From an optimization exercise on the open Yosys and OpenROAD flow, aimed at small area, a short achievable clock period and few clock cycles per item; shortcuts taken in it are not production practice.

==> run a <==
Design broken_down_time_to_epoch, start of the top module:
module broken_down_time_to_epoch (
  input  logic               clk_i,
  input  logic               rst_ni,
  input  logic               start,
  output logic               busy,
  input  logic signed [10:0] second_in_i,
  input  logic signed [10:0] minute_in_i,
  input  logic signed [10:0] hour_in_i,
  input  logic signed [10:0] day_in_i,
  input  logic signed [7:0]  month_in_i,
  input  logic        [7:0]  year_in_i,
  output logic               done_o,
  output logic        [5:0]  second_out_o,
  output logic        [5:0]  minute_out_o,
  output logic        [4:0]  hour_out_o,
  output logic        [4:0]  day_out_o,
  output logic        [3:0]  month_out_o,
  output logic signed [9:0]  year_out_o,
  output logic        [8:0]  day_of_year_o,
  output logic signed [33:0] epoch_seconds_o
);
  logic accept;
  bdte_ctrl u_ctrl (
    .clk_i    (clk_i),
    .rst_ni   (rst_ni),
    .start    (start),
    .accept_o (accept),
    .busy     (busy),
    .done_o   (done_o)
  );
  bdte_datapath u_datapath (
    .clk_i           (clk_i),
    .load_i          (accept),
    .second_in_i     (second_in_i),
    .minute_in_i     (minute_in_i),
    .hour_in_i       (hour_in_i),
    .day_in_i        (day_in_i),
    .month_in_i      (month_in_i),
    .year_in_i       (year_in_i),
    .second_out_o    (second_out_o),
    .minute_out_o    (minute_out_o),
    .hour_out_o      (hour_out_o),
    .day_out_o       (day_out_o),
    .month_out_o     (month_out_o),
    .year_out_o      (year_out_o),
    .day_of_year_o   (day_of_year_o),
    .epoch_seconds_o (epoch_seconds_o)
  );
endmodule
==> flow/config.mk <==
export PLATFORM = sky130hd
export DESIGN_NAME = broken_down_time_to_epoch
export DESIGN_NICKNAME = broken_down_time_to_epoch
export VERILOG_FILES = /design/flow/design.v
export SDC_FILE = /design/flow/constraint.sdc
export NUM_CORES = 4
export LEC_CHECK = 0
export CAP_MARGIN = 20
export CORE_MARGIN = 2
export CORE_UTILIZATION = 40
export SLEW_MARGIN = 20
==> flow/constraint.sdc <==
create_clock -name core_clock -period 9.0 [get_ports {clk_i}]
set_input_delay 1.8000 -clock core_clock [delete_from_list [all_inputs] [get_ports {clk_i}]]
set_output_delay 1.8000 -clock core_clock [all_outputs]
set_load 0.01 [all_outputs]
standard.sh (not shown) runs the stock make flow with config.mk's settings and CLKGATE_MAP_FILE= SYNTH_SCRIPT=/design/flow/synth_recipe.tcl, a recipe that flattens the netlist after the stock synthesis.
==> flow/flow/run.sh <==
#!/bin/bash
# The standard layout, with the port buffers made from sky130_fd_sc_hd__buf_2
# cells instead of the default delay buffers. make's output goes to
# flow_make.log in the work folder; each ORFS step keeps its own log under
# orfs/logs.
set -euo pipefail
export BUFFER_PORTS_ARGS="-buffer_cell sky130_fd_sc_hd__buf_2"
bash standard.sh > flow_make.log 2>&1
==> run b: changes against run a <==
--- a/flow/design.v
+++ b/flow/design.v
@@ -963,31 +963,37 @@
   logic [1:0]  yb;
   assign {t, mo} = bdte_pkg::bdte_month_split(month_in_i);
   assign ya = {1'b0, year_in_i} + {4'd0, t};
   assign a  = ya[8:2];
   assign yb = year_in_i[1:0] + t[1:0];
-  logic [11:0] dsum, du;
-  assign dsum = 12'(13'(day_in_i) + 13'(qh) + 13'd1095 + {2'b00, bdte_pkg::bdte_kday(yb, mo)});
+  logic [11:0] dq0, dqm, dqp, kday, du_0, du_m, du_p, du;
+  assign dq0  = 12'(13'(day_in_i) + 13'(qh) + 13'd1095);
+  assign dqm  = 12'(13'(day_in_i) + 13'(qh) + 13'd1094);
+  assign dqp  = 12'(13'(day_in_i) + 13'(qh) + 13'd1096);
+  assign kday = {1'b0, bdte_pkg::bdte_kday(yb, mo)};
+  assign du_0 = dq0 + kday;
+  assign du_m = dqm + kday;
+  assign du_p = dqp + kday;
   always_comb begin
     case (c3)
-      2'sd1:   du = dsum + 12'd1;
-      -2'sd1:  du = dsum - 12'd1;
-      default: du = dsum;
+      2'sd1:   du = du_p;
+      -2'sd1:  du = du_m;
+      default: du = du_0;
     endcase
   end
   logic [3:0] j0;
   always_comb begin
-    if      (dsum >= 12'd3287) j0 = 4'd9;
-    else if (dsum >= 12'd2922) j0 = 4'd8;
-    else if (dsum >= 12'd2557) j0 = 4'd7;
-    else if (dsum >= 12'd2191) j0 = 4'd6;
-    else if (dsum >= 12'd1826) j0 = 4'd5;
-    else if (dsum >= 12'd1461) j0 = 4'd4;
-    else if (dsum >= 12'd1096) j0 = 4'd3;
-    else if (dsum >= 12'd730)  j0 = 4'd2;
-    else if (dsum >= 12'd365)  j0 = 4'd1;
-    else                       j0 = 4'd0;
+    j0 = 4'd0;
+    if (du_0 >= 12'd365)  j0 = 4'd1;
+    if (du_0 >= 12'd730)  j0 = 4'd2;
+    if (du_0 >= 12'd1096) j0 = 4'd3;
+    if (du_0 >= 12'd1461) j0 = 4'd4;
+    if (du_0 >= 12'd1826) j0 = 4'd5;
+    if (du_0 >= 12'd2191) j0 = 4'd6;
+    if (du_0 >= 12'd2557) j0 = 4'd7;
+    if (du_0 >= 12'd2922) j0 = 4'd8;
+    if (du_0 >= 12'd3287) j0 = 4'd9;
   end
   logic [5:0]         sec_q, min_q;
   logic [4:0]         hour_q;
   logic        [11:0] du_q;
   logic [6:0]         a_q;
@@ -1016,72 +1022,57 @@
       4'd9:    ys0 = 9'(12'd3287);
       default: ys0 = 9'd0;
     endcase
   end
   logic [8:0] t0;                  
-  logic       long0, longm, leap0, under, over;
+  logic       long0, longm, under, over;
   assign t0    = du_q[8:0] - ys0;
   assign long0 = (j0_q == 4'd2) || (j0_q == 4'd6);
   assign longm = (j0_q == 4'd3) || (j0_q == 4'd7);
-  assign leap0 = longm;            
   assign under = (t0 == 9'd511);
   assign over  = long0 ? (t0 == 9'd366) : (t0 == 9'd365);
-  logic [11:0] ge_m, sel;
-  assign ge_m[0]  = 1'b1;
-  assign ge_m[1]  = (t0 >= 9'd31);
-  assign ge_m[2]  = (t0 >= 9'd61);
-  assign ge_m[3]  = (t0 >= 9'd92);
-  assign ge_m[4]  = (t0 >= 9'd122);
-  assign ge_m[5]  = (t0 >= 9'd153);
-  assign ge_m[6]  = (t0 >= 9'd184);
-  assign ge_m[7]  = (t0 >= 9'd214);
-  assign ge_m[8]  = (t0 >= 9'd245);
-  assign ge_m[9]  = (t0 >= 9'd275);
-  assign ge_m[10] = (t0 >= 9'd306);
-  assign ge_m[11] = (t0 >= 9'd337);
-  assign sel = ge_m & ~{1'b0, ge_m[11:1]};
-  logic [4:0] day_s;
-  logic [3:0] mon_s;
+  logic [3:0] j;
+  logic [8:0] doy;                 
   always_comb begin
-    day_s = '0;
-    unique case (1'b1)
-      sel[0]: day_s = t0[4:0] + 5'd1;
-      sel[1]: day_s = t0[4:0] + 5'd2;
-      sel[2]: day_s = t0[4:0] + 5'd4;
-      sel[3]: day_s = t0[4:0] + 5'd5;
-      sel[4]: day_s = t0[4:0] + 5'd7;
-      sel[5]: day_s = t0[4:0] + 5'd8;
-      sel[6]: day_s = t0[4:0] + 5'd9;
-      sel[7]: day_s = t0[4:0] + 5'd11;
-      sel[8]: day_s = t0[4:0] + 5'd12;
-      sel[9]: day_s = t0[4:0] + 5'd14;
-      sel[10]: day_s = t0[4:0] + 5'd15;
-      sel[11]: day_s = t0[4:0] + 5'd16;
-      default: day_s = '0;
-    endcase
-  end
-  always_comb begin
-    mon_s = '0;
-    for (int k = 0; k < 12; k++) begin
-      if (sel[k]) mon_s = mon_s | 4'((k + 2) % 12);
+    if (under) begin
+      j   = j0_q - 4'd1;
+      doy = longm ? 9'd365 : 9'd364;
+    end else if (over) begin
+      j   = j0_q + 4'd1;
+      doy = 9'd0;
+    end else begin
+      j   = j0_q;
+      doy = t0;
     end
   end
-  logic       jf;                  
-  logic [8:0] yday_s;
-  assign jf     = ge_m[10];
-  assign yday_s = jf ? (t0 - 9'd306) : (t0 + 9'd59 + {8'd0, leap0});
-  assign day_out_o     = under ? (longm ? 5'd29 : 5'd28) : over ? 5'd1 : day_s;
-  assign month_out_o   = under ? 4'd1 : over ? 4'd2 : mon_s;
-  assign day_of_year_o = under ? (longm ? 9'd59 : 9'd58) : over ? (9'd59 + {8'd0, long0}) : yday_s;
-  logic [9:0] ybase, ybase_p;
+  logic [3:0] mp;
+  logic [8:0] mstart;
+  always_comb begin
+    if      (doy >= 9'd337) begin mp = 4'd11; mstart = 9'd337; end
+    else if (doy >= 9'd306) begin mp = 4'd10; mstart = 9'd306; end
+    else if (doy >= 9'd275) begin mp = 4'd9;  mstart = 9'd275; end
+    else if (doy >= 9'd245) begin mp = 4'd8;  mstart = 9'd245; end
+    else if (doy >= 9'd214) begin mp = 4'd7;  mstart = 9'd214; end
+    else if (doy >= 9'd184) begin mp = 4'd6;  mstart = 9'd184; end
+    else if (doy >= 9'd153) begin mp = 4'd5;  mstart = 9'd153; end
+    else if (doy >= 9'd122) begin mp = 4'd4;  mstart = 9'd122; end
+    else if (doy >= 9'd92)  begin mp = 4'd3;  mstart = 9'd92;  end
+    else if (doy >= 9'd61)  begin mp = 4'd2;  mstart = 9'd61;  end
+    else if (doy >= 9'd31)  begin mp = 4'd1;  mstart = 9'd31;  end
+    else                    begin mp = 4'd0;  mstart = 9'd0;   end
+  end
+  logic jf;                        
+  assign jf = (mp >= 4'd10);
+  assign day_out_o     = doy[4:0] - mstart[4:0] + 5'd1;
+  logic [9:0] ybase;
   logic [1:0] yinc;
-  logic [2:0] ylo;
-  assign ybase   = {1'b0, a_q, 2'b00} + {6'd0, j0_q} - 10'd24;
-  assign ybase_p = {ybase[9:2] + 8'd1, 2'b00};
-  assign yinc    = under ? 2'd1 : over ? 2'd2 : {jf, ~jf};
-  assign ylo     = {1'b0, ybase[1:0]} + {1'b0, yinc};
-  assign year_out_o = $signed(ylo[2] ? {ybase_p[9:2], ylo[1:0]} : {ybase[9:2], ylo[1:0]});
+  assign ybase      = {1'b0, a_q, 2'b00} + {6'd0, j0_q} - 10'd24;
+  assign yinc       = 2'({1'b0, ~under} + {1'b0, over} + {1'b0, jf});
+  assign year_out_o = $signed(ybase + {8'd0, yinc});
+  assign month_out_o   = jf ? (mp - 4'd10) : (mp + 4'd2);
+  assign day_of_year_o = jf ? (doy - 9'd306)
+                            : (doy + 9'd59 + {8'd0, ((j == 4'd3) || (j == 4'd7))});
   logic [9:0] ge_j;
   assign ge_j[0] = (du_q >= 12'd306);
   assign ge_j[3] = (du_q >= 12'd1402);
   assign ge_j[4] = (du_q >= 12'd1767);
   assign ge_j[7] = (du_q >= 12'd2863);
==> flow_metrics.py <==
metrics = {
    "run_status": {
        "status": "finished clean",
    },
    "grt": {
        "met1_usage": 0.276,
    },
    "logic_synthesis": {
        "synthSimpleGateAreaFrac": 0.166,
        "synth_seq_area_share": 0.0862,
    },
    "layout": {
        "clkCellAreaFrac": 0.0119,
    },
}
-- figures above: run b

==> flow_metrics.py <==
metrics = {
    "logic_synthesis": {
        "synthDistinctLibCells": 100,
        "synth_seq_area_share": 0.0884,
        "synthSimpleGateAreaFrac": 0.160,
    },
    "layout": {
        "regArea_sq_um": 1230,
    },
    "sta": {
        "holdWs_ps": 574,
    },
    "grt": {
        "grt_overflow": 0,
        "grt_usage": 0.198,
    },
    "routing": {
        "drc": 0,
    },
    "die": {
        "num_rows": 68,
    },
    "run_status": {
        "status": "finished clean",
    },
}
-- figures above: run a

No functional check of the RTL was part of any run of this note.

==> re-timing with driven ports <==
The results above use ideal ports. As a check the final layouts listed here were re-extracted and re-timed, cells and wires unchanged.
Step 1 assumes that a clkbuf_16 drives the clock port and a buf_2 every other input.
Step 2 adds t to the input delays and takes it off the output delays; t is the mean of the earliest and latest rising clock arrival at the registers after step 1. Input paths then give back, and output paths get back, about the clock's delay inside the block.
a / b / c = no drivers / after step 1 / after step 2; a / b = the first two.
run | t, ns | setup slack, ns | worst setup path at the end | worst data-port slew with drivers (ns) | cell pins on the clock port's net
run a | 0.315 | 0.566 / 0.581 / 0.266 | input to register | 0.06 | 1
run b | 0.316 | 0.408 / 0.373 / 0.551 | input to register | 0.04 | 1
After both steps setup and hold are still met in every run listed. For run a, which loses most, drivers alone change the setup slack by +0.015 ns; drivers and shift together by -0.300 ns.
